This is an optimization exercise on Yosys and OpenROAD, whose aim is small area and a short achievable clock period, not a production implementation.
At most, simulation tests tie the RTL to the original design; equivalence was not proved.
The clock input has no modelled driver; a real chip could not lean on it and would need a root buffer or a full tree.
Power and IR drop assume default switching activity.

// core_top
module core_top #(
  parameter int reset_pulse_cycles = 1048576
) (
  input  logic                          clk_74a,
  input  logic                          pll_core_locked,
  input  logic [core_pkg::bridge_w-1:0] bridge_addr,
  input  logic                          bridge_wr,
  input  logic [core_pkg::bridge_w-1:0] bridge_wr_data,
  input  logic [31:0]                   cont1_joy,
  input  logic [core_pkg::bridge_w-1:0] rtc_date,
  input  logic [core_pkg::bridge_w-1:0] rtc_time,
  input  logic [core_pkg::rgb_w-1:0]    rgb_in,
  input  logic                          de_in,
  input  logic                          vs_in,
  input  logic [core_pkg::chan_w-1:0]   snap_index,
  output logic                          core_reset,
  output logic [core_pkg::chan_w-1:0]   stick_x,
  output logic [core_pkg::chan_w-1:0]   stick_y,
  output logic [23:0]                   video_rgb,
  output logic                          video_de,
  output logic [core_pkg::rtc_w-1:0]    rtc_word
);
  logic [core_pkg::chan_w-1:0] deadzone_n;
  logic [core_pkg::chan_w-1:0] strength;
  logic                        square_pixels;
  core_settings_regs #(
    .reset_pulse_cycles(reset_pulse_cycles)
  ) i_settings (
    .clk_74a        (clk_74a),
    .pll_core_locked(pll_core_locked),
    .bridge_wr      (bridge_wr),
    .bridge_addr    (bridge_addr),
    .bridge_wr_data (bridge_wr_data),
    .core_reset     (core_reset),
    .deadzone_n     (deadzone_n),
    .strength       (strength),
    .square_pixels  (square_pixels)
  );
  stick_deadzone i_stick (
    .clk_74a        (clk_74a),
    .pll_core_locked(pll_core_locked),
    .joy_x          (cont1_joy[7:0]),
    .joy_y          (cont1_joy[15:8]),
    .deadzone_n     (deadzone_n),
    .stick_x        (stick_x),
    .stick_y        (stick_y)
  );
  color_correct i_color (
    .clk_74a        (clk_74a),
    .pll_core_locked(pll_core_locked),
    .rgb_in         (rgb_in),
    .de_in          (de_in),
    .vs_in          (vs_in),
    .snap_index     (snap_index),
    .strength       (strength),
  ...
Size in the first run: ~300 I/O pins, roughly 9500 um2 of cells after synthesis.
clock: 18.0 ns
lec_check: 0
cap_margin: 20
core_margin: 2
core_utilization: 40
slew_margin: 20
tns_end_percent: 0
standard.sh (not shown) runs the stock make flow with config.mk's settings and CLKGATE_MAP_FILE= SYNTH_SCRIPT=/design/flow/synth_recipe.tcl, a recipe that flattens the netlist after the stock synthesis.
==> flow/flow/run.sh <==
#!/bin/bash
# The standard layout (standard.sh), with these changes to how it is made:
# - the ports get the smallest buffer (buf_1) instead of the delay buffer
#   buffer_ports picks by itself;
# - after synthesis, polar.py removes inverters between adder cells by
#   flipping full adders (a full adder is self-dual), without touching the
#   registers or changing the logic function;
# - after global placement, the gate that makes core_reset gets its own
#   buffer on pll_core_locked (clone_reset_buf.tcl), apart from the reset tree;
# - after clock tree synthesis, its 17-buffer H-tree is replaced by a root
#   buffer and leaf buffers over equal-size k-means groups of the registers, as many
#   groups (from 8) as keep the estimated clock-pin slew under 95 ps
#   (post_cts.tcl, manual_cts.tcl);
# - the constant outputs share the tie cells synthesis made, instead of one
#   tie cell per output (SKIP_REPAIR_TIE_FANOUT).
# The constraints (constraint.sdc) and everything else are the standard flow's.
set -eo pipefail
export BUFFER_PORTS_ARGS="-buffer_cell sky130_fd_sc_hd__buf_1"
export SETUP_SLACK_MARGIN=10.5
export SKIP_REPAIR_TIE_FANOUT=1
export CTS_ARGS="-sink_clustering_enable -repair_clock_nets -buf_list sky130_fd_sc_hd__clkbuf_8 -dont_use_dummy_load"
export POST_CTS_TCL=$PWD/flow/post_cts.tcl
export MCTS_LEAVES=8
export MCTS_SLEW_TARGET=0.095
export MCTS_LEAF=sky130_fd_sc_hd__clkbuf_8
export MCTS_ROOT=sky130_fd_sc_hd__clkbuf_8
RES=$PWD/orfs/results/sky130hd/core_top/base
bash standard.sh $RES/1_2_yosys.v 2>&1 | tee standard_0.log
python3 flow/polar.py $RES/1_2_yosys.v $RES/1_2_yosys.v 2>&1 | tee polar.log
bash standard.sh $RES/3_3_place_gp.odb 2>&1 | tee standard_1.log
CLONE_ODB=$RES/3_3_place_gp.odb openroad -no_init -exit flow/clone_reset_buf.tcl 2>&1 | tee clone.log
bash standard.sh 2>&1 | tee standard_2.log
Other scripts of this flow, unchanged in this note and not shown: flow/flow/clone_reset_buf.tcl, flow/flow/manual_cts.tcl, flow/flow/polar.py, flow/flow/post_cts.tcl
Then changed:
--- a/flow/flow/run.sh
+++ b/flow/flow/run.sh
@@ -12,4 +12,6 @@
 #   groups (from 8) as keep the estimated clock-pin slew under 95 ps
 #   (post_cts.tcl, manual_cts.tcl);
+# - timing repair aims for 10.3 ns of setup slack, well beyond the 18 ns
+#   constraint, so that it shortens the critical paths.
 # - the constant outputs share the tie cells synthesis made, instead of one
 #   tie cell per output (SKIP_REPAIR_TIE_FANOUT).
@@ -17,5 +19,5 @@
 set -eo pipefail
 export BUFFER_PORTS_ARGS="-buffer_cell sky130_fd_sc_hd__buf_1"
-export SETUP_SLACK_MARGIN=10.5
+export SETUP_SLACK_MARGIN=10.3
 export SKIP_REPAIR_TIE_FANOUT=1
 export CTS_ARGS="-sink_clustering_enable -repair_clock_nets -buf_list sky130_fd_sc_hd__clkbuf_8 -dont_use_dummy_load"
TNS_END_PERCENT = unset   (was 0)
=>
- setup slack improved by 0.0064 ns
- total power drops by 0.94%
- sequential cell count is unchanged
- design area drops by 0.47%
- routed wire length drops by 0.51%
- sequential power stays flat
- core utilization drops by 0.21 points
- cell count hardly moves
Function was not checked in any run of this note: the RTL went through the layout flow alone. In every run of this note, the design's own scripts or RTL, not TritonCTS, make the clock network.

---

== 02-13 ==
Another version of the RTL of core_top (not shown whole).
Size in the first run: roughly 110 flip-flops.
Settings: LEC_CHECK=0, CAP_MARGIN=20, CORE_MARGIN=2, CORE_UTILIZATION=40, SLEW_MARGIN=20; clock period 18.0 ns.
run.sh (not shown) runs the stock make flow with config.mk's settings and CLKGATE_MAP_FILE= SYNTH_SCRIPT=/design/flow/synth_recipe.tcl, a recipe that flattens the netlist after the stock synthesis.
Stock flow here: none of the scripts above is used.
In summary, 02-13 completed successfully, with a layout that passed the timing, design-rule and antenna checks.
Input changes introduced in 12-10 (baseline for comparison: 02-13):
==> flow/flow/run.sh (new file) <==
#!/bin/bash
# Standard layout, but with the smallest buffer on the ports instead of the
# delay buffer buffer_ports picks by itself.
set -o pipefail
export BUFFER_PORTS_ARGS="-buffer_cell sky130_fd_sc_hd__buf_1"
bash standard.sh 2>&1 | tee standard.log
==> flow/standard.sh (new file) <==
#!/bin/bash
# synth_recipe.tcl (not shown) runs the flow's synth.tcl, then flattens the netlist and writes it again
# the make line also repeats each setting of config.mk as NAME=value (left out here)
make -C /OpenROAD-flow-scripts/flow DESIGN_CONFIG=/design/flow/config.mk WORK_HOME=/design/flow/orfs CLKGATE_MAP_FILE= SYNTH_SCRIPT=/design/flow/synth_recipe.tcl "${@:-finish}"
removed: flow/run.sh
### Flow results
Sequential share of layout area was lower in the run labelled 02-13.
When the final numbers for 02-13 and 12-10 were put side by side, the switching power as a share of total power turned out to be smaller in 12-10.
Between 02-13 and 12-10, the difference in met3 routing resource usage after global routing is negligible.
Between 02-13 and 12-10, the proportion of power drawn by the clock network is higher for 12-10.
Taking 02-13 as the reference point, the via count of the routed design of 12-10 falls by 48.
Delta (12-10 minus 02-13): average routed wire per standard cell moved down, count of clock-buffer cells in the layout moved up, wire length moved down.
The run with more setup slack is 12-10; 02-13 has less.
Est. power | 12-10 vs 02-13 | 12-10 higher

-- re-timing with driven ports --
The flow's constraints put no driver on any port. The routed layouts listed below were extracted and timed again, unchanged, in two steps. Step 1, drivers: a clkbuf_16 drives clk_74a and a buf_2 each remaining input, both assumed. Step 2 times the ports against the registers' clock, not the clock port: input delays grow and output delays shrink by t, the midpoint of the rising clock arrivals with the driver on. Slacks: ideal ports / drivers / drivers and shift; pairs: ideal ports / drivers.
run | t (ns) | setup slack, ns | latest minus earliest clock arrival (ns) | slew at the worst register clock pin (ns)
the first run of note 1 | 0.433 | 10.448 / 10.428 / 9.995 | 0.018 / 0.018 | 0.09 / 0.09
the second run of note 1 | 0.425 | 10.454 / 10.431 / 10.035 | 0.019 / 0.020 | 0.09 / 0.09
02-13 | 0.460 | 5.478 / 5.507 / 5.047 | 0.018 / 0.017 | 0.07 / 0.07
12-10 | 0.473 | 5.819 / 5.844 / 5.371 | 0.012 / 0.011 | 0.06 / 0.06
After both steps every run listed still meets setup and hold. The setup slack of the first run of note 1, which loses most, moves by -0.020 ns with the drivers and by -0.453 ns with both steps.
